From an optimization exercise on the open Yosys and OpenROAD flow, aimed at small area, a short achievable clock period and few clock cycles per item; shortcuts taken in it are not production practice.
The RTL was checked by simulation tests, not by an equivalence proof against the original design.
Power and IR drop assume default switching activity.

File: flow/config.mk
export PLATFORM = sky130hd
export DESIGN_NAME = neuron_fetch_top
export DESIGN_NICKNAME = neuron_fetch_top
export VERILOG_FILES = /design/flow/design.v
export SDC_FILE = /design/flow/constraint.sdc
export NUM_CORES = 4
export LEC_CHECK = 0
export ABC_AREA = 1
export CAP_MARGIN = 20
export CORE_AREA = 2 2 248 248
export DIE_AREA = 0 0 250 250
export SETUP_SLACK_MARGIN = 2.0
export SLEW_MARGIN = 20
export TNS_END_PERCENT = 10
File: flow/constraint.sdc
create_clock -name core_clock -period 6.5 [get_ports {clk}]
set_input_delay 1.3000 -clock core_clock [delete_from_list [all_inputs] [get_ports {clk}]]
set_output_delay 1.3000 -clock core_clock [all_outputs]
set_load 0.01 [all_outputs]
File: flow/design.v
`default_nettype none
package nn_cfg_pkg;
    localparam int CFG_WORD_W = 256;
    localparam int CFG_ADDR_W = 17;
    localparam int LCOUNT_W    = 11;
    localparam int NINPUTS_W   = 10;
    localparam int SHIFT_W     = 5;
    localparam int CHUNK_LANES = 8;
    localparam int CHUNK_IDX_W = 10;
    localparam int CHUNK_WGT_W = 16;
    typedef logic [CFG_ADDR_W-1:0] cfg_addr_t;
    typedef struct packed {
        logic [LCOUNT_W-1:0] count;
        cfg_addr_t           location;
        logic [3:0]          reserved;
    } layer_hdr_t;
    typedef struct packed {
        logic [NINPUTS_W-1:0] ninputs;
        cfg_addr_t            lbase;
        cfg_addr_t            oloc;
        cfg_addr_t            nimap;
        cfg_addr_t            wimap;
        cfg_addr_t            neuron_table;
        logic [SHIFT_W-1:0]   neuron_shift;
        logic [SHIFT_W-1:0]   post_shift;
        logic [22:0]          unused;
    } neuron_tbl_t;
    typedef struct packed {
        logic [31:0]                                   unused_hi;
        logic [CHUNK_LANES-1:0][CHUNK_WGT_W-1:0]       weight;
        logic [15:0]                                   unused_mid;
        logic [CHUNK_LANES-1:0][CHUNK_IDX_W-1:0]       index;
    } chunk_word_t;
endpackage
`default_nettype wire
`default_nettype none
package nn_operand_pkg;
    localparam int LANES       = 8;   
    localparam int IN_W        = 24;
    localparam int W_W         = 16;  
    localparam int DATA_ADDR_W = 17;
    localparam int INDEX_W     = 10;  
    localparam int QUEUE_DEPTH = 4;
    localparam int QUEUE_PTR_W = $clog2(QUEUE_DEPTH);
    localparam int QUEUE_CNT_W = $clog2(QUEUE_DEPTH + 1);
    typedef logic [DATA_ADDR_W-1:0]            data_addr_t;
    typedef logic [LANES-1:0][DATA_ADDR_W-1:0] lane_addr_t;
    typedef logic [LANES-1:0][IN_W-1:0]        lane_in_t;
    typedef logic [LANES-1:0][W_W-1:0]         lane_wgt_t;
    typedef struct packed {
        lane_addr_t                              addr;
        lane_wgt_t                               weight;
        logic [9:0]                      ninputs_left;
        logic [16:0]                             neuron_table;
        logic [4:0]                      neuron_shift;
        logic [4:0]                      post_shift;
        data_addr_t                              oloc;
        logic [10:0]                     neuron_number;
    } chunk_t;
    typedef struct packed {
        lane_in_t                                inputs;
        lane_wgt_t                               weights;
        logic [16:0]                             neuron_table;
        logic [4:0]                      neuron_shift;
        logic [4:0]                      post_shift;
        data_addr_t                              oloc;
        logic [9:0]                      ninputs;
        logic [10:0]                     neuron_number;
    } operand_t;
endpackage
`default_nettype wire
`default_nettype none
module fetch_sequencer (
    input  logic                              clk,
    input  logic                              reset,
    input  logic                              i_start,
    input  nn_cfg_pkg::cfg_addr_t             i_table_base,
    input  logic [nn_cfg_pkg::CFG_WORD_W-1:0] i_cfg_data,
    input  logic                              i_stopin,
    input  logic                              i_layer_done,
    output nn_cfg_pkg::cfg_addr_t             o_cfg_addr,
    output nn_operand_pkg::lane_addr_t        o_data_addr,
    output logic                              o_push,
    output logic [127:0]                      o_weights,
    output logic [7:0]                        o_lanes,
    output logic [9:0]                        o_left,
    output logic [43:0]                       o_fields,
    output logic [10:0]                       o_number,
    output logic                              o_finish
);
    localparam int S_IDLE  = 0;
    localparam int S_HDR   = 1;
    localparam int S_LAYER = 2;
    localparam int S_TABLE = 3;
    localparam int S_CHUNK = 4;
    localparam int S_LAST  = 5;
    logic [5:0] state;
    logic [5:0] state_n;
    nn_cfg_pkg::layer_hdr_t  hdr_word;
    nn_cfg_pkg::neuron_tbl_t tbl_word;
    logic        data_ok;      
    logic        push_q;
    logic        finish_q;
    logic [16:0] layer_ptr;    
    logic [10:0] layer_left;   
    logic [16:0] neuron_ptr;   
    logic [10:0] number;       
    logic [10:0] nlast;        
    logic [16:0] chunk_ptr;    
    logic [9:0]  rem;          
    logic        last_chunk;   
    logic        last_neuron;  
    logic [7:0]  lanes_q;      
    logic [127:0] wgt_q;       
    logic [43:0] fields_q;
    logic [9:0]  lbase_lo;
    logic [6:0]  lbase_hi;
    logic [6:0]  lbase_hi1;    
    logic        issue;
    logic [16:0] chunk_inc;
    logic [10:0] number_inc;
    logic [16:0] neuron_inc;
    logic [16:0] layer_inc;
    logic [16:0] next_addr;
    logic [16:0] hold_addr;
    logic [16:0] go_addr;
    logic [7:0]  lanes;
    logic [127:0] wgt_in;
    assign hdr_word = i_cfg_data[31:0];
    assign tbl_word = i_cfg_data[127:0];
    assign issue      = state[S_CHUNK] && data_ok && !i_stopin;
    assign number_inc = number + 1'b1;
    assign chunk_inc  = chunk_ptr + 1'b1;
    assign neuron_inc = neuron_ptr + 1'b1;
    assign layer_inc  = layer_ptr + 1'b1;
    always_comb
    begin
        if (!last_chunk)
            next_addr = chunk_inc;
        else if (!last_neuron)
            next_addr = neuron_inc;
        else
            next_addr = layer_inc;
        if (state[S_IDLE])
            hold_addr = i_table_base;
        else if (state[S_HDR] || state[S_LAYER])
            hold_addr = hdr_word.location;
        else if (state[S_TABLE])
            hold_addr = tbl_word.wimap;
        else
            hold_addr = chunk_ptr;
    end
    assign go_addr    = (state[S_CHUNK] && data_ok) ? next_addr : hold_addr;
    assign o_cfg_addr = i_stopin ? hold_addr : go_addr;
    always_comb
    begin
        state_n = state;
        if (state[S_IDLE] && i_start)
            state_n = 6'd1 << S_HDR;
        if (state[S_HDR])
            state_n = (hdr_word.count == 11'd0) ? 6'd1 << S_IDLE : 6'd1 << S_LAYER;
        if (state[S_LAYER])
            state_n = 6'd1 << S_TABLE;
        if (state[S_TABLE])
            state_n = 6'd1 << S_CHUNK;
        if (issue && last_chunk)
            state_n = !last_neuron ? 6'd1 << S_TABLE :
                      (layer_left == 11'd0) ? 6'd1 << S_LAST : 6'd1 << S_LAYER;
        if (state[S_LAST] && i_layer_done)
            state_n = 6'd1 << S_IDLE;
    end
    always_ff @(posedge clk or posedge reset)
    begin
        if (reset)
        begin
            state    <= 6'd1 << S_IDLE;
            data_ok  <= 1'b0;
            push_q   <= 1'b0;
            finish_q <= 1'b0;
        end
        else
        begin
            state  <= state_n;
            push_q <= issue;
            if (i_layer_done)
                data_ok <= 1'b1;
            if (state[S_IDLE] && i_start)
            begin
                data_ok  <= 1'b1;
                finish_q <= 1'b0;
            end
            if ((state[S_HDR] && (hdr_word.count == 11'd0)) ||
                (state[S_LAST] && i_layer_done))
                finish_q <= 1'b1;
            if (issue && last_chunk && last_neuron)
                data_ok <= 1'b0;
        end
    end
    always_comb
    begin
        for (int l = 0; l < 8; l++)
        begin
            lanes[l] = (rem[9:3] != 7'd0) || (rem[2:0] > l[2:0]);
            wgt_in[l*16 +: 16] = lanes[l] ? i_cfg_data[96 + l*16 +: 16] : 16'd0;
        end
    end
    always_ff @(posedge clk)
    begin
        wgt_q   <= wgt_in;
        lanes_q <= lanes;
        if (state[S_HDR])
        begin
            layer_ptr  <= hdr_word.location;
            layer_left <= hdr_word.count - 1'b1;
        end
        if (state[S_LAYER])
        begin
            neuron_ptr <= hdr_word.location;
            nlast      <= hdr_word.count - 1'b1;
            number     <= 11'h7ff;
        end
        if (state[S_TABLE])
        begin
            chunk_ptr   <= tbl_word.wimap;
            rem         <= tbl_word.ninputs;
            last_chunk  <= (tbl_word.ninputs <= 10'd8);
            number      <= number_inc;
            last_neuron <= (number_inc == nlast);
            fields_q    <= {tbl_word.neuron_table, tbl_word.neuron_shift,
                            tbl_word.post_shift, tbl_word.oloc};
            lbase_lo    <= tbl_word.lbase[9:0];
            lbase_hi    <= tbl_word.lbase[16:10];
            lbase_hi1   <= tbl_word.lbase[16:10] + 1'b1;
        end
        if (issue)
        begin
            chunk_ptr  <= chunk_inc;
            rem[9:3]   <= rem[9:3] - 1'b1;
            last_chunk <= (rem <= 10'd16);
            if (last_chunk && !last_neuron)
                neuron_ptr <= neuron_inc;
            if (last_chunk && last_neuron)
            begin
                layer_ptr  <= layer_inc;
                layer_left <= layer_left - 1'b1;
            end
        end
    end
    logic [135:0] lane_addr;
    always_comb
    begin
        for (int l = 0; l < 8; l++)
        begin
            logic [10:0] lo;
            lo = {1'b0, lbase_lo} + {1'b0, i_cfg_data[l*10 +: 10]};
            lane_addr[l*17 +: 17] = {lo[10] ? lbase_hi1 : lbase_hi, lo[9:0]};
        end
    end
    assign o_data_addr = lane_addr;
    assign o_push      = push_q;
    assign o_weights   = wgt_q;
    assign o_lanes     = lanes_q;
    assign o_left      = {rem[9:3] + 1'b1, rem[2:0]};
    assign o_fields    = fields_q;
    assign o_number    = number;
    assign o_finish    = finish_q;
endmodule
`default_nettype wire
`default_nettype none
module operand_gather (
    input  nn_operand_pkg::lane_in_t  i_data,
    input  logic [127:0]              i_weights,
    input  logic [7:0]                i_lanes,
    input  logic [9:0]                i_left,
    input  logic [43:0]               i_fields,    
    input  logic [10:0]               i_number,
    output nn_operand_pkg::operand_t  o_operand
);
    logic [191:0] lane_in;
    logic [191:0] data_flat;
    assign data_flat = i_data;
    always_comb
    begin
        for (int l = 0; l < 8; l++)
            lane_in[l*24 +: 24] = i_lanes[l] ? data_flat[l*24 +: 24] : 24'd0;
    end
    assign o_operand = {lane_in, i_weights, i_fields, i_left, i_number};
endmodule
`default_nettype wire
`default_nettype none
module neuron_fetch_top (
    input  logic                              clk,
    input  logic                              reset,
    input  logic                              i_start,
    input  nn_cfg_pkg::cfg_addr_t             i_table_base,
    output nn_cfg_pkg::cfg_addr_t             o_cfg_addr,
    input  logic [nn_cfg_pkg::CFG_WORD_W-1:0] i_cfg_data,
    output nn_operand_pkg::lane_addr_t        o_data_addr,
    input  nn_operand_pkg::lane_in_t          i_data,
    input  logic                              i_stopin,
    input  logic                              i_layer_done,
    output logic                              o_push,
    output nn_operand_pkg::operand_t          o_operand,
    output logic                              o_finish
);
    logic [127:0] wgt;
    logic [7:0]   lanes;
    logic [9:0]   left;
    logic [43:0]  fields;
    logic [10:0]  number;
    fetch_sequencer u_sequencer (
        .clk          (clk),
        .reset        (reset),
        .i_start      (i_start),
        .i_table_base (i_table_base),
        .i_cfg_data   (i_cfg_data),
        .i_stopin     (i_stopin),
        .i_layer_done (i_layer_done),
        .o_cfg_addr   (o_cfg_addr),
        .o_data_addr  (o_data_addr),
        .o_push       (o_push),
        .o_weights    (wgt),
        .o_lanes      (lanes),
        .o_left       (left),
        .o_fields     (fields),
        .o_number     (number),
        .o_finish     (o_finish)
    );
    operand_gather u_gather (
        .i_data    (i_data),
        .i_weights (wgt),
        .i_lanes   (lanes),
        .i_left    (left),
        .i_fields  (fields),
        .i_number  (number),
        .o_operand (o_operand)
    );
endmodule
`default_nettype wire
File: flow/flow/run.sh
#!/bin/bash
# The standard layout, except:
#  - the smallest buffer on every input and output port instead of the
#    default port buffer;
#  - pins may sit on adjacent routing tracks, so the die can be small and
#    the core reach close to every pin;
#  - global routing gets more congestion iterations.
set -euo pipefail
export BUFFER_PORTS_ARGS="-buffer_cell sky130_fd_sc_hd__buf_1"
export PLACE_PINS_ARGS="-min_distance 1 -min_distance_in_tracks"
export GLOBAL_ROUTE_ARGS="-congestion_iterations 100 -congestion_report_iter_step 5 -verbose"
bash standard.sh > standard_make.log 2>&1
File: flow/standard.sh
#!/bin/bash
# synth_recipe.tcl (not shown) runs the flow's synth.tcl, then flattens the netlist and writes it again
# the make line also repeats each setting of config.mk as NAME=value (left out here)
make -C /OpenROAD-flow-scripts/flow DESIGN_CONFIG=/design/flow/config.mk WORK_HOME=/design/flow/orfs CLKGATE_MAP_FILE= SYNTH_SCRIPT=/design/flow/synth_recipe.tcl "${@:-finish}"
==> impl_results.md, run 1 <==
* Status: finished clean
* Startpoint Class: register
* Leakage power total at 0.0115 uW
* Final WL at between 90000 and 100000 um
* Worst reg-to-reg setup slack at about 3800 ps
* Area Growth Syn to Fin at 32.0%
* Slowest stage delay, CP at just over 700 ps
* Synth Area in XOR/XNOR at under 10%
* Post-route DRC at 0
* First-pass GRT wire length at approximately 130000 um
* Crit path arrival time at about 3300 ps
* Clock share of power at between 20% and 30%
* Primary FF master, synth: dfxtp_1
* Unrepaired setup endpoints after global routing: true
* # clock sinks at just over 300
* Seq pwr share at 33.3%
* Slew margin rel. at a little over a third
* DR iter-0 viols at between 2000 and 2500
* Largest net degree at the start of global routing at 63
* Final Util at between 40% and 50%
* Clk root buf: clkbuf_16
* Via count at roughly 21000
* Synth Area in Compound Gates at between 10% and 20%
* Antenna violations before repair at 42
* Chip width at 250 um
* Max-cap violations at 0
* I/O pins at ~1000
* Main combinational cell family by area after synthesis: simple AND/OR/NAND/NOR gates
* RePlAce Congestion at between 1 and 1.5
* Clock buffer depth at 3
* Final hold vios at 0
* Peak VDD IR at approximately 0.22 mV
* Port Buf Inserts at approximately 1000
* P_sw at 3280 uW
* Clk pin slew, worst setup/hold paths at 60 ps
* Sw frac at 41.2%
* Detail Route Antenna Nets at 0
* Total power at between 7000 and 8000 uW
* Layout cells sized above 1 at around 3.7%
* Vias in the first global route at about 19000
* Most frequent cells in the layout: 964 x buf_1, 654 x nand2_1, 466 x inv_1
* Seq/Total Area, Yosys at between 30% and 40%
* Mux contribution to synthesized area at less than 1%
* Final setup viols at 0
* Internal Power at around 4700 uW
* CTS tree: built
* Setup crit end: o_cfg_addr[7]
* All-Layer GR Usage at 29.1%
* Placed Instances at around 4300
* Core area at 60100 sq um
* Worst Skew at 26.1 ps
* Peak Freq at 219 MHz
* Slew Limit Fails at 0
* Tmin final at between 4000 and 5000 ps
* Crit Path Max Fanout at 26
* Worst path slowest cell: nor2_2
* Setup CP Type: register to primary output
* H-tree lvl count at 2
* FP Rows at 90
* Die ar. at approximately 63000 sq um
* DP HPWL at slightly below 80000 um
* Drt via density at 4.83
* Mapped Cells at between 2000 and 3000
* Post-Synth Adder-Cell Area at 7.14%
* Slew @ Worst Pin at between 900 and 1000 ps
* First-pass DRT Iterations at 19
* Critical Path Start: u_sequencer.state[1]
* Inserted Clock Buffers at 39
* Logic pwr share at between 30% and 40%
* Final Cycle Share at a little over two thirds
* Syn Area/Cell at 7.16 sq um
* WL/cell at 21.9 um
* Post-synth EDFFs at 102
* Ys async rst share at about 2.9%
* Fill count at approximately 6600
* Synthesized net count at 3134
* Simple-Gate Fraction of Synth Area at between 20% and 30%
* YS warnings at 2
* CP Cell Sequence: buf_4 -> nor2_2 -> inv_1 -> a21oi_1 -> o21a_1 -> a211oi_1 -> nor2_1 -> buf_1
* Setup tns final at 0 ps
* Flops & latches, synth at slightly above 300
* RR Startpoint: u_sequencer.state[4]
* Worst-case reg-to-reg path depth at 8
* Initial Util at between 30% and 40%
* Most common cell after layout, fill and taps aside: buf_1
* Synth cell types at 55
* R2r endpoint: u_sequencer.layer_ptr[9]
* Hold Crit Class: register to register
* Pwr dens at around 330 nW/um^2
* Gr ovfl total at 0
* CP required at roughly 5200 ps
* Final #Nets at 4086
* Fin cells at 4367
* Endpoint class of the critical path: primary output
* Mapped Area at between 15000 and 20000 sq um
* Die H at approximately 250 um
* Clock latency on the worst-skew pair at approximately 570 ps
## per-stage QoR
step	hold WS [ps]	setup slack [ps]	cell area, sq um
4_1_cts	500	1790	24100
6_report	505	1940	24200
3_3_place_gp	486	1650	22700
5_1_grt	523	1790	24200
3_5_place_dp	493	1640	22700
2_1_floorplan	468	2490	18400
## worst min-delay path by stage
stage                                     end  cells past startpoint                      start  slack, ps
floorplan           u_sequencer.chunk_ptr[15]                      2  u_sequencer.chunk_ptr[15]        470
global placement    u_sequencer.chunk_ptr[15]                      2  u_sequencer.chunk_ptr[15]        490
detailed placement  u_sequencer.chunk_ptr[16]                      2  u_sequencer.chunk_ptr[16]        490
CTS                 u_sequencer.chunk_ptr[16]                      2  u_sequencer.chunk_ptr[16]        500
global route        u_sequencer.neuron_ptr[1]                      2  u_sequencer.neuron_ptr[1]        520
finish              u_sequencer.chunk_ptr[16]                      2  u_sequencer.chunk_ptr[16]        500
## power by group through the flow
stage | logic (uW) | clock network (uW) | registers, uW
CTS | 2950 | 2330 | 2660
detailed placement | 2900 | 0 | 2710
global route | 3310 | 2400 | 2690
floorplan | 1770 | 0 | 2640
finish | 3020 | 2280 | 2650
global placement | 2900 | 0 | 2700
## cell usage after synthesis (9+ instances only)
library cell | n | area share [%]
ha_1 | 92 | 6.3
nand3_1 | 100 | 2.7
a21oi_1 | 102 | 2.8
edfxtp_1 | 102 | 17
nand4_1 | 25 | 0.85
a211oi_1 | 17 | 0.69
nor2_1 | 286 | 5.8
a31oi_1 | 25 | 0.85
clkbuf_1 | 35 | 0.72
xor2_1 | 75 | 3.6
xnor2_1 | 29 | 1.4
o21bai_1 | 9 | 0.37
nand2_1 | 654 | 13
inv_1 | 466 | 9.5
dfxtp_1 | 198 | 22
o21ai_0 | 172 | 4.7
buf_2 | 31 | 0.84
nor3_1 | 10 | 0.27
## per-layer routing
| metal | wire, um | global-route usage [%] | vias to the layer above |
|---|---|---|---|
| li1 | - | - | 10000 |
| met1 | 39600 | 37.3 | 9256 |
| met2 | 37400 | 39.5 | 1381 |
| met3 | 10200 | 9.87 | 437 |
| met4 | 8490 | 23.3 | 6 |
| met5 | 37 | 0 | - |
## cell families after synthesis
| logic type | after synthesis |
|---|---|
| DFF | 309 |
| and+or+nand+nor | 1105 |
| xor gates and xnor gates | 105 |
| AOI/OAI and AO/OA | 385 |
| adders and majority gates | 100 |
| buffers and inverters | 559 |
| muxes | 1 |
## state kept, by name (all words and copies together), names as in the netlist, 6 cells and up
| name | cells |
|---|---|
| u_sequencer.wgt_q | 128 |
| u_sequencer.fields_q | 44 |
| u_sequencer.chunk_ptr | 17 |
| u_sequencer.layer_ptr | 17 |
| u_sequencer.neuron_ptr | 17 |
| u_sequencer.layer_left | 11 |
| u_sequencer.nlast | 11 |
| u_sequencer.number | 11 |
| u_sequencer.lbase_lo | 10 |
| u_sequencer.rem | 10 |
| u_sequencer.lanes_q | 8 |
| u_sequencer.lbase_hi1 | 7 |
| u_sequencer.lbase_hi | 7 |
| u_sequencer.state | 6 |
## area by class of cell
| type | count | area, sq um | share of cell area [%] |
|---|---|---|---|
| Inverter | 477 | 1790 | 7.39 |
| Tap cell | 782 | 978 | 4.04 |
| Timing Repair Buffer | 993 | 3840 | 15.8 |
| Multi-Input combinational cell | 1696 | 8970 | 37.0 |
| Clock buffer | 48 | 1020 | 4.21 |
| Sequential cell | 309 | 7260 | 29.9 |
| Clock inverter | 23 | 299 | 1.23 |
| Antenna cell | 39 | 97.6 | 0.402 |
## critical path, delay by kind of cell (launching register included)
kind            cells  cell delay, ps
compound gates      3             410
buf+inv             3             880
flops               1             360
simple gates        2            1020
## timing repair
item | 4_1_cts | 5_1_grt
setup endpoints to repair | 45 | 59
resized for setup | 5 | 11
pin swaps | 1 | 0
buffers inserted | 6 | 1
hold buffers | 0 | 0
Testbench counts, summed over its fixed seeds: cycles 4,284, items 2,745.
==> run 2, diff against run 1 <==
--- a/flow/config.mk
+++ b/flow/config.mk
@@ -10,5 +10,4 @@
 export CORE_AREA = 2 2 248 248
 export DIE_AREA = 0 0 250 250
-export SETUP_SLACK_MARGIN = 2.0
+export SETUP_SLACK_MARGIN = 2.4
 export SLEW_MARGIN = 20
-export TNS_END_PERCENT = 10
==> impl_results.md, run 2 <==
* Status: finished clean
* Die ar. at ~63000 sq um
* Area of the multi-input gates at around 11000 sq um
* Hold Crit Class: register to register
* Hold path cells at 2
* Worst-case reg-to-reg path depth at 8
* Most common cell after layout, fill and taps aside: buf_1
* I/O pins at 1010
* # hold bufs at CTS at 0
* Fill count at around 6300
* Flops & latches, synth at roughly 300
* Chip width at between 200 and 300 um
* DP HPWL at slightly below 80000 um
* Synth Area in Compound Gates at a little under an eighth
* Synth cell types at 55
* Crit path arrival time at between 2000 and 3000 ps
* YS warnings at 2
* Inserted Clock Buffers at 39
* Final Cycle Share at between 60% and 70%
* Gr ovfl total at 0
* Mapped Area at between 15000 and 20000 sq um
* Antenna violations before repair at between 40 and 50
* Post-Synth Adder-Cell Area at between 7 and 8%
* Final WL at between 100000 and 150000 um
* Area Growth Syn to Fin at 47.3%
* Post-route DRC at 0
* Final #Nets at around 4200
* Layout cells sized above 1 at around 15%
* Peak Freq at about 240 MHz
* Unrepaired setup endpoints after global routing: true
* DR iter-0 viols at approximately 2500
* Pre-CTS setup slack at between 1500 and 2000 ps
* Vias in the first global route at roughly 20000
* Drt via density at ~4.9
* Top reg by flops: u_sequencer.wgt_q
* CP required at about 5200 ps
* Via count at between 20000 and 25000
* Detail Route Antenna Nets at 0
* Max reg flops at between 100 and 150
* WL/cell at about 23 um
* Mapped Cells at ~2600
* Clock latency on the worst-skew pair at between 500 and 600 ps
* Max-cap violations at 0
* Final hold vios at 0
* Simple-Gate Fraction of Synth Area at roughly a quarter
* Slew Limit Fails at 0
* Most frequent cells in the layout: 861 x buf_1, 616 x nand2_1, 461 x inv_1
* H-tree lvl count at 2
* Tmin final at between 4000 and 5000 ps
* Endpoint class of the critical path: primary output
* Final setup viols at 0
* Syn Area/Cell at slightly above 7 sq um
* Primary FF master, synth: dfxtp_1
* Setup CP Type: primary input to primary output
* CTS tree: built
* Post-synth EDFFs at ~100
* Slew @ Worst Pin at 1030 ps
* Clk root buf: clkbuf_16
* All-Layer GR Usage at 30.5%
* Crit Path Max Fanout at 7
* Most common cell in the synthesized netlist: nand2_1
* Largest net degree at the start of global routing at between 50 and 60
* Commonest cells post-synth: 654 x nand2_1, 466 x inv_1, 286 x nor2_1
* Leakage power total at ~0.013 uW
* Clock buffer depth at 3
* Worst Skew at approximately 27 ps
* Sequential cell area at 7260 sq um
* Setup ws final at around 2400 ps
* Startpoint Class: primary input
* Initial Util at between 30% and 40%
* Setup tns final at 0 ps
* Mux contribution to synthesized area at less than 1%
* # clock sinks at roughly 310
* Area leader, netlist: dfxtp_1
* Worst reg-to-reg setup slack at 4240 ps
* Main combinational cell family by area after synthesis: simple AND/OR/NAND/NOR gates
* Seq/Total Area, Yosys at roughly 40%
* Die H at about 250 um
* Top Registers: u_sequencer.wgt_q x128, u_sequencer.fields_q x44
* Synthesized net count at between 3000 and 4000
* Pwr dens at ~320 nW/um^2
* RePlAce Congestion at around 1.0
* Clk pin slew, worst setup/hold paths at approximately 60 ps
* Core area at between 60000 and 70000 sq um
* First-pass DRT Iterations at 26
* Share of the synthesized area in the top cell type at 21.6%
* Port Buf Inserts at a little under 1000
* First-pass GRT wire length at roughly 140000 um
* Peak VDD IR at around 0.24 mV
* Placed Instances at ~4300
* Ys async rst share at around 2.9%
* FP Rows at 90
* Slew margin rel. at a little under a third
* Synth Area in XOR/XNOR at a little over 5%
* Fin cells at 4460
* Final Util at approximately 45%
* Synth area leaders: dfxtp_1 22%, edfxtp_1 17%, nand2_1 13%
[run 2: path summary, 6_finish.rpt]
path / start / to
min: u_sequencer.chunk_ptr[16] / u_sequencer.chunk_ptr[16]
min reg2reg: u_sequencer.chunk_ptr[16] / u_sequencer.chunk_ptr[16]
max: i_cfg_data[60] / o_data_addr[118]
min in group asynchronous: reset / u_sequencer.data_ok
max reg2reg: u_sequencer.state[4] / u_sequencer.layer_ptr[9]
max in group asynchronous: reset / u_sequencer.state[0]
[run 2: cell families (layout without fill, tap and decap cells)]
family,count (synthesis),count (layout)
compound gates,385,386
simple gates,1105,1108
flops,309,309
buf+inv,559,1630
fa+ha+maj,100,100
xor+xnor,105,105
other cells,0,39
mux,1,1
[run 2: area by class of cell]
cell class | instances | share of cell area, %
flip-flops and latches | 309 | 26.8
well taps | 782 | 3.62
clock buffers | 48 | 3.77
multi-input cells | 1700 | 39.0
repair buffers | 1082 | 18.7
diodes | 39 | 0.361
clock inverters | 23 | 1.11
inverters | 477 | 6.64
[run 2: critical path, cell delays in order]
cell and delay (ps):
buf_6 100, ha_4 160, fa_2 420, nand3_4 140, o2111ai_4 270, o21ai_2 230
buf_2 160
[run 2: metal layers]
metal,vias to the layer above,track usage (%),wire length [um]
met2,1482,41.7,40400
met1,9831,38.5,41100
met3,444,10.4,11100
li1,10200,-,-
met4,2,24.6,9160
met5,-,0,11
[run 2: what timing repair did]
action	4_1_cts	5_1_grt
setup endpoints to repair	118	87
resized for setup	318	231
gates cloned	8	0
buffers inserted	48	44
pin swaps	53	89
[run 2: where the power goes]
part	internal, uW	switching (uW)
registers	2350	272
logic	1330	2320
clock network	1360	924
[run 2: per-stage QoR]
step                total power (uW)  hold slack (ps)  area [sq um]
floorplan                       4410              468         18400
detailed placement              5610              493         22700
global placement                5610              486         22700
global route                    8990              523         27100
finish                          8560              502         27100
CTS                             8280              500         25800
==> run 3, diff against run 2 <==
--- a/flow/config.mk
+++ b/flow/config.mk
@@ -9,5 +9,6 @@
 export CAP_MARGIN = 20
 export CORE_AREA = 2 2 248 248
+export CTS_BUF_LIST = sky130_fd_sc_hd__clkbuf_4
 export DIE_AREA = 0 0 250 250
-export SETUP_SLACK_MARGIN = 2.4
+export SETUP_SLACK_MARGIN = 2.0
 export SLEW_MARGIN = 20
==> impl_results.md, run 3 <==
* Ys async rst share at under 10%
* Port Buf Inserts at 973
* Final Util at between 40% and 50%
* Peak Freq at about 230 MHz
* Layout cells sized above 1 at 9.35%
* Placed Instances at about 4300
* Crit Path Max Fanout at 3
* Max-cap violations at 0
* Mapped Cells at about 2600
* Core area at between 60000 and 70000 sq um
* Fill count at 6646
* Crit path arrival time at about 3100 ps
* Vias in the first global route at 19800
* Commonest cells post-synth: 654 x nand2_1, 466 x inv_1, 286 x nor2_1
* Tmin final at between 4000 and 5000 ps
* Area Growth Syn to Fin at 35.8%
* Hold Crit Class: primary input to asynchronous set/reset pin
* Final Cycle Share at 68.4%
* Post-synth EDFFs at 102
* FP Rows at 90
* M3 GR Usage at a little under an eighth
* Clk pin slew, worst setup/hold paths at approximately 60 ps
* Routing usage on met2 at roughly two fifths
* Final setup viols at 0
* Clock latency on the worst-skew pair at 850 ps
* Startpoint Class: primary input
* Syn Area/Cell at 7.16 sq um
* Setup CP Type: primary input to primary output
* Status: finished clean
* Gr ovfl total at 0
* Final WL at roughly 100000 um
* Initial Util at between 30% and 40%
* # clock sinks at 309
* CTS tree: built
* Pwr dens at 313 nW/um^2
* Final #Nets at roughly 4200
* Pre-CTS setup slack at 1640 ps
* First-pass GRT wire length at around 140000 um
* Largest net degree at the start of global routing at 53
* Slew @ Worst Pin at roughly 990 ps
* Via count at roughly 22000
* Share of the synthesized area in the top cell type at a little over a fifth
* Final hold vios at 0
* Post-route DRC at 0
* Mapped Area at 18400 sq um
* RePlAce Congestion at between 1 and 1.5
* Clk root buf: clkbuf_4
* Setup ws final at approximately 2100 ps
* Fin cells at 4502
* First-pass DRT Iterations at 26
* Die ar. at about 63000 sq um
* Top Registers: u_sequencer.wgt_q x128, u_sequencer.fields_q x44
* Unrepaired setup endpoints after global routing: true
* All-Layer GR Usage at around 30%
* Most common cell after layout, fill and taps aside: buf_1
* Design area at ~25000 sq um
* DP HPWL at 78100 um
* Top reg by flops: u_sequencer.wgt_q
* Synth cell types at 55
* Synth area leaders: dfxtp_1 22%, edfxtp_1 17%, nand2_1 13%
* Global route hottest layer: met2
* Worst Skew at ~50 ps
* I/O pins at 1010
* H-tree lvl count at 3
* CP required at ~5200 ps
* Global Route met1 Usage at between 30% and 40%
* Slew Limit Fails at 0
* Detail Route Antenna Nets at 0
* Most frequent cells in the layout: 930 x buf_1, 652 x nand2_1, 466 x inv_1
* # hold bufs at CTS at 0
* YS warnings at 2
* Drt via density at slightly below 5
* Area after DPL at about 23000 sq um
* DR iter-0 viols at 2455
* Flops & latches, synth at 309
* Most common cell in the synthesized netlist: nand2_1
* Inserted Clock Buffers at a little over 90
* Chip width at about 250 um
* Peak VDD IR at between 0.15 and 0.2 mV
* WL/cell at about 22 um
* Seq/Total Area, Yosys at 39.5%
* Slew margin rel. at ~34%
* Endpoint class of the critical path: primary output
* Leakage power total at approximately 0.012 uW
* Antenna violations before repair at 45
* Clock buffer depth at 3
* Synthesized net count at roughly 3100
* Primary FF master, synth: dfxtp_1
* Die H at 250 um
* Area leader, netlist: dfxtp_1
* Setup tns final at 0 ps
* Max reg flops at roughly 130
## run 3: cell counts after synthesis
Identical to the previous run, type by type.
## run 3: path summary, 6_finish.rpt
kind	start	end	slack, ps	depth (start not counted)
min	reset	u_sequencer.finish_q	400	2
min reg2reg	u_sequencer.chunk_ptr[16]	u_sequencer.chunk_ptr[16]	500	2
max reg2reg	u_sequencer.state[4]	u_sequencer.layer_ptr[9]	4000	8
max in group asynchronous	reset	u_sequencer.state[3]	5790	2
max	i_cfg_data[0]	o_data_addr[8]	2060	11
min in group core_clock	u_sequencer.chunk_ptr[16]	u_sequencer.chunk_ptr[16]	500	2
## run 3: critical path, cell delays in order
cell     delay [ps]
buf_1            80
ha_1            280
inv_1            90
fa_1            440
o21a_1          240
o21ai_1         210
nand3_1         120
nand2_1          70
nand2_1          40
nand2_1          50
buf_1           230
## run 3: area by class of cell
| class | count | area [sq um] | area share (%) |
|---|---|---|---|
| antenna | 42 | 105 | 0.421 |
| sequential | 309 | 7260 | 29.1 |
| tap | 782 | 978 | 3.92 |
| multi-input combinational | 1699 | 9350 | 37.5 |
| timing repair buffer | 1029 | 4270 | 17.1 |
| clock buffer | 137 | 1030 | 4.12 |
| clock inverter | 27 | 151 | 0.607 |
| inverter | 477 | 1800 | 7.20 |
## run 3: timing repair
action	in CTS	in global routing
hold endpoints to repair	0	0
pin swaps	5	9
buffers inserted	38	2
gates cloned	1	5
resized for setup	38	134
endpoints found under the setup margin	103	81
## run 3: per-layer routing
metal	vias up	wire length, um
met2	1453	39200
met5	-	45
met3	483	11000
met1	9648	40500
li1	10300	-
met4	8	8910
## run 3: logic make-up (layout without fill, tap and decap cells)
family | after synthesis | in the layout | synth area share (%)
mux | 1 | 1 | 0.0545
other cells | 0 | 42 | 0
flops | 309 | 309 | 39.5
fa+ha+maj | 100 | 100 | 7.14
xor+xnor | 105 | 105 | 5.08
buf+inv | 559 | 1670 | 11.8
simple gates | 1105 | 1107 | 24.5
compound gates | 385 | 386 | 11.9
## run 3: per-stage QoR
stage | total power [uW] | hold WS, ps
detailed placement | 5610 | 493
global route | 8280 | 350
CTS | 7680 | 330
global placement | 5610 | 486
floorplan | 4410 | 468
finish | 7810 | 396
## run 3: power by group
part | internal, uW | switching, uW
logic | 1080 | 2170
clock network | 976 | 959
registers | 2350 | 267
==> run 4, diff against run 3 <==
--- a/flow/config.mk
+++ b/flow/config.mk
@@ -9,6 +9,6 @@
 export CAP_MARGIN = 20
 export CORE_AREA = 2 2 248 248
-export CTS_BUF_LIST = sky130_fd_sc_hd__clkbuf_4
 export DIE_AREA = 0 0 250 250
+export GPL_TIMING_DRIVEN = 0
 export SETUP_SLACK_MARGIN = 2.0
 export SLEW_MARGIN = 20
==> impl_results.md, run 4 <==
* Gr ovfl total at 0
* Syn Area/Cell at around 7.2 sq um
* Seq pwr share at between 30% and 40%
* Unrepaired setup endpoints after global routing: true
* Pwr dens at ~320 nW/um^2
* Hold path cells at 2
* Worst Path Buf+Inv at 4
* Core area at between 60000 and 70000 sq um
* Drt via density at just under 5
* P_sw at approximately 3400 uW
* Commonest cells post-synth: 654 x nand2_1, 466 x inv_1, 286 x nor2_1
* Internal Power at between 4000 and 5000 uW
* Final WL at 101000 um
* WP depth at 7
* Worst Skew at 24.5 ps
* Initial Util at between 30% and 40%
* Worst-case reg-to-reg path depth at 8
* Synth Area in XOR/XNOR at roughly 5.1%
* Slowest stage delay, CP at ~600 ps
* Critical Path Start: i_stopin
* I/O pins at between 1000 and 1500
* All-Layer GR Usage at between 30% and 40%
* Final Util at between 40% and 50%
* Synth Area in Compound Gates at 11.9%
* WL/cell at 22.5 um
* Setup CP Type: primary input to primary output
* Most frequent CP cell: buf_1
* Top reg by flops: u_sequencer.wgt_q
* Peak Freq at 224 MHz
* Slew margin rel. at 50.1%
* Max-cap violations at 0
* Clock share of power at between 20% and 30%
* Detail Route Antenna Nets at 0
* First-pass GRT wire length at 138000 um
* Final Cycle Share at between 60% and 70%
* Primary FF master, synth: dfxtp_1
* FP Rows at 90
* CP Cell Sequence: buf_1 -> nor2_4 -> inv_2 -> clkbuf_1 -> o21ai_0 -> a31oi_1 -> buf_1
* Post-route DRC at 0
* Sw frac at between 40% and 50%
* Main combinational cell family by area after synthesis: simple AND/OR/NAND/NOR gates
* CTS tree: built
* Mapped Cells at ~2600
* Most common cell after layout, fill and taps aside: buf_1
* Routing usage on met2 at between 40% and 50%
* Worst path slowest cell: clkbuf_1
* Slew Limit Fails at 0
* YS warnings at 2
* Via count at between 20000 and 25000
* Status: finished clean
* Clk pin slew, worst setup/hold paths at approximately 60 ps
* Global Route met1 Usage at around two fifths
* # clock sinks at roughly 310
* Synth cell types at 55
* Global route hottest layer: met2
* Clk root buf: clkbuf_16
* DP HPWL at roughly 82000 um
* Seq/Total Area, Yosys at a little under 40%
* Hold Crit Class: register to register
* Most common cell in the synthesized netlist: nand2_1
* Synthesized net count at between 3000 and 4000
* Logic pwr share at 40.3%
* DR iter-0 viols at ~2100
* Share of the synthesized area in the top cell type at a little over a fifth
* Die H at around 250 um
* Mux contribution to synthesized area at less than 1%
* Inserted Clock Buffers at 39
* Slew @ Worst Pin at between 700 and 800 ps
* Largest net degree at the start of global routing at 43
* Crit path arrival time at between 3000 and 4000 ps
* Tmin final at between 4000 and 5000 ps
* Layout cells sized above 1 at between 6 and 7%
* Clock latency on the worst-skew pair at 580 ps
* Vias in the first global route at 20000
* Final hold slack at around 510 ps
* Post-Synth Adder-Cell Area at under 10%
* RePlAce Congestion at 1.07
* Flops & latches, synth at 309
* Setup tns final at 0 ps
* Area leader, netlist: dfxtp_1
* Peak VDD IR at between 0.2 and 0.3 mV
* Post-synth EDFFs at 102
* Synth area leaders: dfxtp_1 22%, edfxtp_1 17%, nand2_1 13%
* Antenna violations before repair at 49
* Leakage power total at 0.0119 uW
* Final #Nets at around 4200
* Chip width at between 200 and 300 um
* Most frequent cells in the layout: 943 x buf_1, 654 x nand2_1, 466 x inv_1
* Design area at roughly 25000 sq um
* Die ar. at ~63000 sq um
* Area Growth Syn to Fin at 36.0%
* Clock buffer depth at 3
* Area after DPL at around 23000 sq um
* First-pass DRT Iterations at 21
* Crit Path Max Fanout at 10
* Mapped Area at 18400 sq um
* Total power at roughly 8000 uW
* Top Registers: u_sequencer.wgt_q x128, u_sequencer.fields_q x44
* CP required at approximately 5200 ps
* Startpoint Class: primary input
* Max reg flops at about 130
* Ys async rst share at 2.91%
* Port Buf Inserts at roughly 970
* Worst hold start: u_sequencer.neuron_ptr[1]
* Final setup viols at 0
* Endpoint class of the critical path: primary output
* Critical path's top delay family: buffers and inverters
* Simple-Gate Fraction of Synth Area at ~24%
* RR Startpoint: u_sequencer.state[3]
* H-tree lvl count at 2
* Final hold vios at 0
* M3 GR Usage at between 10% and 20%
==> run 4: changes by cell type in the layout (fill, tap and decap cells not counted), sizes merged <==
cell / previous run / this run
buf: 1003 / 1027
nor2: 298 / 297
inv: 478 / 474
clkdlybuf4s15: 0 / 1
nand3: 102 / 101
clkinvlp: 1 / 2
clkinv: 25 / 11
o2111ai: 9 / 8
clkbuf: 163 / 116
bufinv: 0 / 1
==> run 4: final timing paths <==
| kind | endpoint | slack, ps |
|---|---|---|
| max | o_cfg_addr[6] | 2040 |
| min in group asynchronous | u_sequencer.push_q | 690 |
| min reg2reg | u_sequencer.neuron_ptr[1] | 510 |
| min | u_sequencer.neuron_ptr[1] | 510 |
| max in group asynchronous | u_sequencer.state[3] | 5450 |
| max reg2reg | u_sequencer.state[0] | 4120 |
==> run 4: cell families after synthesis <==
logic type                 count (synthesis)
xor gates and xnor gates                 105
buffers and inverters                    559
DFF                                      309
AOI/OAI and AO/OA                        385
muxes                                      1
adders and majority gates                100
and+or+nand+nor                         1105
==> run 4: through the flow <==
step                setup WS [ps]  instances
detailed placement           1490       4320
finish                       2040       4461
global placement             1130       4319
floorplan                    2490       2564
CTS                          1950       4403
global route                 1980       4460
==> run 4: per-layer routing <==
layer / wire length (um) / up-vias
met5: 149 / -
met4: 8920 / 14
met3: 11300 / 460
met2: 39300 / 1496
met1: 40900 / 9629
li1: - / 10200
==> run 4: cell type report <==
| cell class | count | area [sq um] |
|---|---|---|
| clock inverters | 11 | 98.8 |
| repair buffers | 1002 | 4040 |
| flip-flops and latches | 309 | 7260 |
| diodes | 42 | 105 |
| multi-input cells | 1696 | 9120 |
| clock buffers | 60 | 1180 |
| fillers | 6638 | 35200 |
| plain buffers | 82 | 408 |
| well taps | 782 | 978 |
| inverters | 477 | 1800 |
==> run 4: tightest hold or removal path, stage by stage (launching register included) <==
cell     delay (ps)
dfxtp_1         330
nand2_1          70
a31oi_1          70
==> run 4: power groups by stage <==
stage | combinational [uW] | clock, uW | sequential (uW)
detailed placement | 3010 | 0 | 2680
global placement | 2980 | 0 | 2710
floorplan | 1770 | 0 | 2640
global route | 3530 | 2320 | 2650
CTS | 3110 | 2250 | 2630
finish | 3260 | 2210 | 2610
==> run 4: timing repair <==
action / 4_1_cts / 5_1_grt
cloned: 1 / 0
gates resized for setup: 38 / 60
pin swaps: 3 / 3
hold buffers: 0 / 0
buffers inserted: 11 / 16
endpoints found under the setup margin: 66 / 61
==> run 5, diff against run 4 <==
--- a/flow/config.mk
+++ b/flow/config.mk
@@ -9,6 +9,8 @@
 export CAP_MARGIN = 20
 export CORE_AREA = 2 2 248 248
+export CTS_BUF_LIST = sky130_fd_sc_hd__clkbuf_8 sky130_fd_sc_hd__clkbuf_16
+export CTS_CLUSTER_DIAMETER = 45
+export CTS_CLUSTER_SIZE = 15
 export DIE_AREA = 0 0 250 250
-export GPL_TIMING_DRIVEN = 0
 export SETUP_SLACK_MARGIN = 2.0
 export SLEW_MARGIN = 20
==> impl_results.md, run 5 <==
* Unrepaired setup endpoints after global routing: true
* Final hold vios at 0
* Inserted Clock Buffers at 52
* Area leader, netlist: dfxtp_1
* Peak Freq at ~220 MHz
* Leakage power total at 0.0119 uW
* Flops & latches, synth at between 300 and 400
* Commonest cells post-synth: 654 x nand2_1, 466 x inv_1, 286 x nor2_1
* Drt via density at around 4.8
* Gr ovfl total at 0
* Clk root buf: clkbuf_16
* Slew @ Worst Pin at between 900 and 1000 ps
* Sequential cell area at about 7300 sq um
* Tmin final at 4460 ps
* Area Growth Syn to Fin at 36.0%
* Routing usage on met2 at between 30% and 40%
* Die ar. at around 63000 sq um
* Synth cell types at 55
* Global Route met1 Usage at ~38%
* Synthesized net count at roughly 3100
* Clock buffer depth at 3
* Port Buf Inserts at about 1000
* Area of the multi-input gates at 9000 sq um
* Clock latency on the worst-skew pair at 610 ps
* First-pass DRT Iterations at 20
* Hold Crit Class: register to register
* Most frequent cells in the layout: 952 x buf_1, 653 x nand2_1, 467 x inv_1
* H-tree lvl count at 2
* Most common cell in the synthesized netlist: nand2_1
* Startpoint Class: primary input
* Syn Area/Cell at between 7 and 8 sq um
* Worst Skew at 15.9 ps
* Max reg flops at between 100 and 150
* First-pass GRT wire length at approximately 130000 um
* Detail Route Antenna Nets at 0
* DR iter-0 viols at 2414
* Pwr dens at approximately 350 nW/um^2
* Chip width at ~250 um
* Antenna violations before repair at 42
* Logic pwr share at between 30% and 40%
* Clock share of power at 34.0%
* M3 GR Usage at 10.4%
* Final Util at 41.5%
* Final Cycle Share at 68.6%
* Core area at ~60000 sq um
* Final WL at 96500 um
* Total power at about 8600 uW
* Crit Path Max Fanout at 3
* Post-synth EDFFs at 102
* Primary FF master, synth: dfxtp_1
* Initial Util at 30.5%
* Setup CP Type: primary input to primary output
* Status: finished clean
* Largest net degree at the start of global routing at 53
* Vias in the first global route at 19300
* Fill count at approximately 6600
* Final #Nets at approximately 4000
* Synth area leaders: dfxtp_1 22%, edfxtp_1 17%, nand2_1 13%
* Final setup viols at 0
* Endpoint class of the critical path: primary output
* Sw frac at roughly two fifths
* Clk pin slew, worst setup/hold paths at ~50 ps
* Share of the synthesized area in the top cell type at between 20 and 25%
* Post-route DRC at 0
* # hold bufs at CTS at 0
* FP Rows at 90
* Via count at approximately 21000
* RePlAce Congestion at around 1.0
* Top reg by flops: u_sequencer.wgt_q
* Top Registers: u_sequencer.wgt_q x128, u_sequencer.fields_q x44
* Max-cap violations at 0
* Global route hottest layer: met2
* # clock sinks at 309
* Slew margin rel. at about a third
* Crit path arrival time at ~3200 ps
* Mapped Cells at between 2000 and 3000
* Internal Power at between 5000 and 6000 uW
* Ys async rst share at between 2 and 3%
* Peak VDD IR at 0.233 mV
* I/O pins at 1010
* YS warnings at 2
* Seq/Total Area, Yosys at 39.5%
* WL/cell at between 20 and 25 um
* Most common cell after layout, fill and taps aside: buf_1
* Slew Limit Fails at 0
* P_sw at 3540 uW
* All-Layer GR Usage at between 20% and 30%
* DP HPWL at around 78000 um
* CTS tree: built
* Setup tns final at 0 ps
* Die H at between 200 and 300 um
* Mapped Area at roughly 18000 sq um
* CP required at about 5200 ps
* Seq pwr share at between 30% and 40%
* Layout cells sized above 1 at between 5 and 6%
[run 5: changes by cell type in the layout (fill, tap and decap cells not counted), moves of 7 or more]
cell and delta:
o21ai_1 -10, clkinv_4 +10, clkbuf_8 -7, buf_2 -34, buf_1 +9, inv_6 +10
clkbuf_1 -45, clkbuf_16 +13, o21ai_0 +10
[run 5: worst paths after layout]
| path | slack (ps) | end | cells after the start | start |
|---|---|---|---|---|
| setup / recovery | 2040 | o_data_addr[42] | 9 | i_cfg_data[20] |
| hold reg to reg | 500 | u_sequencer.chunk_ptr[16] | 2 | u_sequencer.chunk_ptr[16] |
| min in group asynchronous | 660 | u_sequencer.finish_q | 2 | reset |
| setup reg to reg | 3980 | u_sequencer.layer_left[6] | 8 | u_sequencer.state[4] |
| max in group asynchronous | 5540 | u_sequencer.state[0] | 2 | reset |
| hold / removal | 500 | u_sequencer.chunk_ptr[16] | 2 | u_sequencer.chunk_ptr[16] |
[run 5: final cells by class]
cell class | instances | area share, %
inverter | 477 | 7.18
sequential | 309 | 29.1
tap | 782 | 3.92
timing repair buffer | 1005 | 15.8
multi-input combinational | 1696 | 36.1
clock inverter | 43 | 2.10
antenna | 38 | 0.381
clock buffer | 55 | 5.47
[run 5: through the flow]
step	instance area, sq um	setup WS, ps	std cells	hold slack [ps]
finish	25000	2040	4405	502
global route	25000	1960	4403	522
CTS	24800	2010	4365	500
detailed placement	22700	1640	4250	493
global placement	22700	1650	4250	486
floorplan	18400	2490	2564	468
[run 5: worst max-delay path, cell delays in order]
cell and delay, ps:
buf_1 170, ha_1 270, fa_1 460, a31oi_1 290, o21ai_0 200, nand2_1 120
nand3_1 70, nand2_1 80, buf_1 190
[run 5: power groups by stage]
stage / sequential, uW / clock, uW / combinational [uW]
floorplan: 2640 / 0 / 1770
detailed placement: 2710 / 0 / 2900
global placement: 2700 / 0 / 2900
CTS: 2630 / 2980 / 3000
global route: 2670 / 3060 / 3360
finish: 2630 / 2930 / 3070
[run 5: what timing repair did]
item | CTS | global route
cloned | 0 | 0
endpoints found under the setup margin | 46 | 43
setup buffers | 17 | 2
pin swaps | 1 | 1
resized for setup | 11 | 27
[run 5: kinds of logic after synthesis]
family	share of synthesized area (%)
AOI/OAI and AO/OA	11.9
xor gates and xnor gates	5.08
adders and majority gates	7.14
buffers and inverters	11.8
DFF	39.5
muxes	0.0545
and+or+nand+nor	24.5
[run 5: layer usage]
layer,routed length [um],up-vias
li1,-,10100
met1,39800,9375
met2,37200,1360
met3,10500,439
met4,8970,8
met5,49,-
==> run 6, diff against run 5 <==
==> flow/config.mk (replaced) <==
export PLATFORM = sky130hd
export DESIGN_NAME = neuron_fetch_top
export DESIGN_NICKNAME = neuron_fetch_top
export VERILOG_FILES = /design/flow/design.v
export SDC_FILE = /design/flow/constraint.sdc
export NUM_CORES = 4
export LEC_CHECK = 0
export ABC_AREA = 1
export CAP_MARGIN = 0
export CORE_AREA = 2 2 248 248
export DIE_AREA = 0 0 250 250
export SETUP_SLACK_MARGIN = 2.0
export SLEW_MARGIN = 0
==> impl_results.md, run 6 <==
* Slew @ Worst Pin at roughly 1000 ps
* Port Buf Inserts at slightly below 1000
* Vias in the first global route at ~19000
* CTS tree: built
* Hold Crit Class: register to register
* Inserted Clock Buffers at 39
* First-pass GRT wire length at roughly 130000 um
* Top reg by flops: u_sequencer.wgt_q
* Synth cell types at 55
* Detail Route Antenna Nets at 0
* Worst Skew at ~26 ps
* Sw frac at 41.1%
* Final WL at 96200 um
* # hold bufs at CTS at 0
* Slew Limit Fails at 0
* Critical path's top delay family: buffers and inverters
* Setup tns final at 0 ps
* Max reg flops at 128
* H-tree lvl count at 2
* Clock share of power at roughly 29%
* Via count at around 21000
* # clock sinks at 309
* RePlAce Congestion at 1.05
* Share of the synthesized area in the top cell type at approximately 22%
* Crit Path Max Fanout at 14
* Flops & latches, synth at approximately 310
* Post-route DRC at 0
* Post-synth EDFFs at just over 100
* Seq/Total Area, Yosys at ~40%
* Setup ws final at ~2100 ps
* Peak VDD IR at between 0.2 and 0.25 mV
* Die ar. at between 60000 and 70000 sq um
* Logic pwr share at between 30% and 40%
* Commonest cells post-synth: 654 x nand2_1, 466 x inv_1, 286 x nor2_1
* Mapped Cells at roughly 2600
* Layout cells sized above 1 at around 4.3%
* YS warnings at 2
* Tmin final at between 4000 and 5000 ps
* Setup CP Type: primary input to primary output
* Worst path slowest cell: fa_1
* Ys async rst share at about 2.9%
* Most common cell after layout, fill and taps aside: buf_1
* Synth area leaders: dfxtp_1 22%, edfxtp_1 17%, nand2_1 13%
* Most common cell in the synthesized netlist: nand2_1
* Peak Freq at 226 MHz
* Final hold vios at 0
* Top Registers: u_sequencer.wgt_q x128, u_sequencer.fields_q x44
* Seq pwr share at around a third
* DP HPWL at between 70000 and 80000 um
* Final Cycle Share at between 60% and 70%
* Clock latency on the worst-skew pair at around 570 ps
* Slew margin rel. at between 30% and 40%
* Mapped Area at between 15000 and 20000 sq um
* Gr ovfl total at 0
* I/O pins at about 1000
* DR iter-0 viols at slightly above 2000
* Die H at 250 um
* CP required at roughly 5200 ps
* RR Startpoint: u_sequencer.state[4]
* Sequential cell area at between 7000 and 8000 sq um
* Clk root buf: clkbuf_16
* Leakage power total at 0.0116 uW
* Fill count at around 6600
* Most frequent CP cell: inv_1
* Final setup viols at 0
* Syn Area/Cell at approximately 7.2 sq um
* Unrepaired setup endpoints after global routing: true
* WL/cell at about 22 um
* Final Util at between 40% and 50%
* Slowest stage delay, CP at 410 ps
* CP Cell Sequence: buf_2 -> ha_2 -> inv_1 -> fa_1 -> inv_1 -> a21oi_2 -> o21ai_4 -> buf_12 -> nand2_1 -> o21ai_0 -> buf_1
* Critical Path Start: i_cfg_data[10]
* Area leader, netlist: dfxtp_1
* Primary FF master, synth: dfxtp_1
* Endpoint class of the critical path: primary output
* Internal Power at around 4700 uW
* Drt via density at between 4 and 5
* First-pass DRT Iterations at 22
* Max-cap violations at 0
* Pre-CTS setup slack at about 1600 ps
* Initial Util at 30.5%
* Crit path arrival time at approximately 3100 ps
* FP Rows at 90
* Core area at about 60000 sq um
* Area of the multi-input gates at about 9000 sq um
* All-Layer GR Usage at a little under 30%
* Clock buffer depth at 3
* Area Growth Syn to Fin at 32.9%
* Status: finished clean
* Chip width at roughly 250 um
* Worst hold start: u_sequencer.chunk_ptr[15]
* Largest net degree at the start of global routing at 53
* Clk pin slew, worst setup/hold paths at 60 ps
* Final #Nets at between 4000 and 5000
* Synthesized net count at about 3100
* P_sw at 3280 uW
* Pwr dens at approximately 330 nW/um^2
* Startpoint Class: primary input
* Most frequent cells in the layout: 953 x buf_1, 653 x nand2_1, 466 x inv_1
* Antenna violations before repair at 48
* Worst Path Buf+Inv at 5
==> run 6: what timing repair did <==
item / in CTS / in global routing
endpoints found under the setup margin: 45 / 42
pin swaps: 1 / 1
gates resized for setup: 11 / 28
setup buffers: 12 / 2
==> run 6: worst paths after layout <==
kind / endpoint / slack (ps) / cells past startpoint
worst max register to register: u_sequencer.layer_ptr[9] / 4020 / 8
worst max-delay path: o_data_addr[27] / 2080 / 11
max in group asynchronous: u_sequencer.state[0] / 5500 / 2
worst min register to register: u_sequencer.chunk_ptr[15] / 500 / 2
min in group asynchronous: u_sequencer.data_ok / 700 / 2
worst min-delay path: u_sequencer.chunk_ptr[15] / 500 / 2
==> run 6: layer usage <==
layer	routed length (um)	vias to the layer above	track usage, %
met1	39700	9264	37.5
met4	8610	8	24.0
met2	37400	1362	39.5
li1	-	10000	-
met3	10400	444	10.2
met5	56	-	0
==> run 6: cell families (layout without fill, tap and decap cells) <==
family,after synthesis,after routing,synth area share (%)
simple gates,1105,1105,24.5
buf+inv,559,1548,11.8
compound gates,385,385,11.9
flops,309,309,39.5
xor+xnor,105,105,5.08
fa+ha+maj,100,100,7.14
mux,1,1,0.0545
other cells,0,46,0
==> run 6: cell type report <==
| cell class | instances | share of cell area, % |
|---|---|---|
| diodes | 46 | 0.472 |
| clock buffers | 48 | 4.18 |
| clock inverters | 23 | 1.23 |
| inverters | 477 | 7.35 |
| multi-input cells | 1696 | 36.9 |
| flip-flops and latches | 309 | 29.7 |
| well taps | 782 | 4.01 |
| repair buffers | 1000 | 16.1 |
==> run 6: worst reg2reg max path: stages, from the launching register on <==
cell and delay [ps]:
dfrtp_1 350, nand2_1 90, nor2_4 370, nand2_2 340
nor2_2 160, buf_4 420, inv_1 360, a31oi_1 230
inv_1 50
==> run 6: metrics by stage <==
step | total power, uW | hold WS (ps) | cell area (sq um) | cells
finish | 7980 | 504 | 24400 | 4381
global route | 8420 | 523 | 24400 | 4378
CTS | 7960 | 500 | 24200 | 4333
detailed placement | 5610 | 493 | 22700 | 4250
global placement | 5610 | 486 | 22700 | 4250
floorplan | 4410 | 468 | 18400 | 2564
==> run 6: power by group through the flow <==
stage                     Combinational (uW)  Clock, uW  Sequential (uW)
after floorplan                         1770          0             2640
after global placement                  2900          0             2700
after detailed placement                2900          0             2710
after CTS                               2990       2330             2640
after global routing                    3350       2400             2680
final                                   3060       2280             2640
==> run 7, diff against run 6 <==
--- a/flow/flow/run.sh
+++ b/flow/flow/run.sh
@@ -5,8 +5,10 @@
 #  - pins may sit on adjacent routing tracks, so the die can be small and
 #    the core reach close to every pin;
-#  - global routing gets more congestion iterations.
+#  - global routing gets more congestion iterations;
+#  - synthesis leaves adders to abc as plain gates (no full/half-adder cells).
 set -euo pipefail
 export BUFFER_PORTS_ARGS="-buffer_cell sky130_fd_sc_hd__buf_1"
 export PLACE_PINS_ARGS="-min_distance 1 -min_distance_in_tracks"
 export GLOBAL_ROUTE_ARGS="-congestion_iterations 100 -congestion_report_iter_step 5 -verbose"
+export ADDER_MAP_FILE=
 bash standard.sh > standard_make.log 2>&1
--- a/flow/config.mk
+++ b/flow/config.mk
@@ -7,7 +7,7 @@
 export LEC_CHECK = 0
 export ABC_AREA = 1
-export CAP_MARGIN = 0
+export CAP_MARGIN = 20
 export CORE_AREA = 2 2 248 248
 export DIE_AREA = 0 0 250 250
 export SETUP_SLACK_MARGIN = 2.0
-export SLEW_MARGIN = 0
+export SLEW_MARGIN = 20
==> impl_results.md, run 7 <==
* Status: finished clean
* Hold path cells at 1
* Worst hold start: u_sequencer.chunk_ptr[0]
* Syn Area/Cell at between 6 and 7 sq um
* First-pass DRT Iterations at 11
* Seq/Total Area, Yosys at 38.9%
* Most common cell in the synthesized netlist: nand2_1
* Worst Skew at between 20 and 25 ps
* Final hold vios at 0
* Area leader, netlist: dfxtp_1
* Top reg by flops: u_sequencer.wgt_q
* Internal Power at 5140 uW
* Most common cell after layout, fill and taps aside: buf_1
* Core area at 60100 sq um
* Seq pwr share at between 30% and 40%
* First-pass GRT wire length at approximately 140000 um
* Sequential cell area at between 7000 and 8000 sq um
* # clock sinks at slightly above 300
* Drt via density at roughly 4.8
* Worst-case reg-to-reg path depth at 9
* Top Registers: u_sequencer.wgt_q x128, u_sequencer.fields_q x44
* Endpoint class of the critical path: primary output
* H-tree lvl count at 2
* Logic pwr share at between 40% and 50%
* Chip width at 250 um
* Initial Util at 31.0%
* Hold EP: u_sequencer.chunk_ptr[0]
* Area of the multi-input gates at 8830 sq um
* Clock latency on the worst-skew pair at 580 ps
* Final #Nets at around 4300
* Setup tns final at 0 ps
* Mapped Area at 18600 sq um
* Post-route DRC at 0
* Max-cap violations at 0
* Peak VDD IR at between 0.15 and 0.2 mV
* Final setup viols at 0
* YS warnings at 2
* Tmin final at 4330 ps
* Slew margin rel. at between 30% and 40%
* Share of the synthesized area in the top cell type at between 20% and 30%
* RePlAce Congestion at approximately 1.1
* WL/cell at between 20 and 25 um
* Area Growth Syn to Fin at 32.2%
* Flops & latches, synth at just over 300
* Layout cells sized above 1 at roughly 3.8%
* Max reg flops at 128
* Antenna violations before repair at 48
* CP required at roughly 5200 ps
* Clk root buf: clkbuf_16
* Hold Crit Class: register to register
* Final Cycle Share at roughly two thirds
* CTS tree: built
* DR iter-0 viols at about 1800
* Die ar. at between 60000 and 70000 sq um
* Most frequent cells in the layout: 969 x buf_1, 808 x nand2_1, 575 x inv_1
* Primary FF master, synth: dfxtp_1
* Clk pin slew, worst setup/hold paths at ~60 ps
* Setup CP Type: primary input to primary output
* Slew @ Worst Pin at between 900 and 1000 ps
* Commonest cells post-synth: 811 x nand2_1, 576 x inv_1, 429 x nor2_1
* Post-synth EDFFs at roughly 100
* Pwr dens at a little under 400 nW/um^2
* Mapped Cells at 2903
* Via count at approximately 23000
* Port Buf Inserts at around 1000
* Clock share of power at between 20% and 30%
* Crit Path Max Fanout at 14
* Detail Route Antenna Nets at 0
* Die H at around 250 um
* I/O pins at roughly 1000
* Synth area leaders: dfxtp_1 21%, edfxtp_1 16%, nand2_1 16%
* FP Rows at 90
* # hold bufs at CTS at 0
* Peak Freq at 231 MHz
* Sw frac at 46.2%
* P_sw at roughly 4400 uW
* R2r endpoint: u_sequencer.wgt_q[35]
* Total power at 9570 uW
* Inserted Clock Buffers at 39
* Slew Limit Fails at 0
* Crit path arrival time at around 3000 ps
* Startpoint Class: primary input
* Leakage power total at roughly 0.012 uW
* All-Layer GR Usage at 30.8%
* RR Startpoint: u_sequencer.rem[3]
* Gr ovfl total at 0
* Synth cell types at 52
* Worst reg-to-reg setup slack at roughly 3800 ps
* Vias in the first global route at 20600
* Clock buffer depth at 3
* Synthesized net count at 3373
* Largest net degree at the start of global routing at between 80 and 90
* Unrepaired setup endpoints after global routing: false
* Final WL at 101000 um
* DP HPWL at 83100 um
* Ys async rst share at roughly 2.9%
* Fill count at around 6800
## run 7: changes by cell type in the layout (fill, tap and decap cells not counted), sizes merged, moves of 20 or more
cell,delta
buf,+26
ha,-92
inv,+107
nand2,+155
nor2,+138
o21ai,+20
## run 7: metrics by stage
stage | instance area (sq um) | setup WS (ps) | hold WS (ps) | utilization [%] | instances
final | 24600 | 2170 | 489 | 40.9 | 4706
after global routing | 24600 | 2000 | 517 | 40.9 | 4700
after CTS | 24300 | 2010 | 492 | 40.3 | 4649
after detailed placement | 22900 | 1670 | 483 | 38.1 | 4575
after global placement | 22900 | 1670 | 478 | 38.1 | 4575
after floorplan | 18600 | 2300 | 449 | - | 2903
## run 7: final cells by class
| cell class | instances | area share, % |
|---|---|---|
| clock buffer | 56 | 4.51 |
| timing repair buffer | 1016 | 16.4 |
| clock inverter | 13 | 0.554 |
| timing repair inverter | 1 | 0.0203 |
| multi-input combinational | 1916 | 35.9 |
| inverter | 580 | 8.86 |
| tap | 782 | 3.97 |
| antenna | 33 | 0.335 |
| sequential | 309 | 29.5 |
## run 7: kinds of logic (layout without fill, tap and decap cells)
group                    Yosys count  count (layout)  synth area share (%)
other                              0              33                     0
flip-flops                       309             309                  38.9
XOR/XNOR                          92              92                  4.40
AO/OA/AOI/OAI                    411             411                  12.2
buffers and inverters            678            1666                  14.1
adder cells (fa/ha/maj)            1               1                0.0537
multiplexers                       2               2                 0.107
AND/OR/NAND/NOR                 1410            1410                  30.1
## run 7: power groups by stage
| stage | registers [uW] | logic [uW] | clock network, uW |
|---|---|---|---|
| after floorplan | 2920 | 2680 | 0 |
| after global placement | 3060 | 4160 | 0 |
| after detailed placement | 3060 | 4180 | 0 |
| after CTS | 3010 | 4230 | 2200 |
| after global routing | 3040 | 4860 | 2270 |
| final | 2980 | 4430 | 2150 |
## run 7: how the worst max path moves through the flow
stage	startpoint	end	slack, ps	cells past startpoint
floorplan	u_sequencer.state[3]	o_cfg_addr[1]	2300	6
global placement	i_cfg_data[15]	o_data_addr[29]	1670	10
detailed placement	i_cfg_data[15]	o_data_addr[31]	1670	10
CTS	i_cfg_data[11]	o_data_addr[29]	2010	10
global route	i_cfg_data[35]	o_data_addr[65]	2000	13
finish	i_cfg_data[7]	o_data_addr[14]	2170	10
## run 7: worst max-delay path, stage by stage
cell and delay (ps):
buf_1 310, nor2_1 100, nor2_1 250, nand2_1 140, nor3_1 200, nand3_1 160
nand2_4 210, nand2_1 70, o21ai_0 70, buf_1 210
## run 7: what timing repair did
| action | CTS | global route |
|---|---|---|
| gates resized for setup | 9 | 21 |
| cloned | 0 | 1 |
| hold endpoints to repair | 0 | 0 |
| pin swaps | 0 | 2 |
| setup endpoints to repair | 58 | 73 |
| buffers inserted | 5 | 23 |
## run 7: per-layer routing
metal  vias up  routed length, um  track usage [%]
met5         -                312             2.01
met4        28               9440             25.2
met3       460              13600             14.9
met2      1480              40400             44.6
met1      9820              37300             34.0
li1      10900                  -                -

[static timing again, ports no longer ideal]
How much do the figures lean on ideal ports? The routed layouts below were timed once more, with nothing changed but the port constraints. Step 1 (the two cells are an assumption about what drives the block):
set clk [get_ports {clk}]
set_driving_cell -lib_cell sky130_fd_sc_hd__clkbuf_16 $clk
set_driving_cell -lib_cell sky130_fd_sc_hd__buf_2 [delete_from_list [all_inputs] $clk]
Step 2 also shifts input and output timing later by t, the mid clock arrival at the registers, as if the neighbouring blocks saw the same clock. a / b / c = ideal ports / drivers / drivers and shift; a / b = the first two.
run | shift t [ns] | setup WS [ns] | hold WS [ns] | latest minus earliest clock arrival (ns) | worst data-port slew with drivers (ns)
run 1 | 0.625 | 1.935 / 1.870 / 1.931 | 0.505 / 0.505 / 0.505 | 0.029 / 0.028 | 0.15
run 2 | 0.627 | 2.403 / 2.304 / 2.304 | 0.502 / 0.502 / 0.502 | 0.029 / 0.029 | 0.24
run 3 | 0.895 | 2.057 / 2.034 / 2.034 | 0.396 / 0.354 / 0.505 | 0.072 / 0.072 | 0.25
run 4 | 0.633 | 2.037 / 1.996 / 1.996 | 0.513 / 0.513 / 0.513 | 0.025 / 0.025 | 0.23
run 5 | 0.670 | 2.041 / 2.020 / 2.020 | 0.502 / 0.502 / 0.502 | 0.026 / 0.026 | 0.22
run 6 | 0.625 | 2.080 / 2.058 / 2.058 | 0.504 / 0.504 / 0.504 | 0.028 / 0.027 | 0.27
run 7 | 0.627 | 2.166 / 2.118 / 2.118 | 0.489 / 0.489 / 0.489 | 0.023 / 0.024 | 0.22
After both steps every run listed still meets setup and hold. For run 2, which loses most, drivers alone change the setup slack by -0.099 ns; drivers and shift together by -0.099 ns.
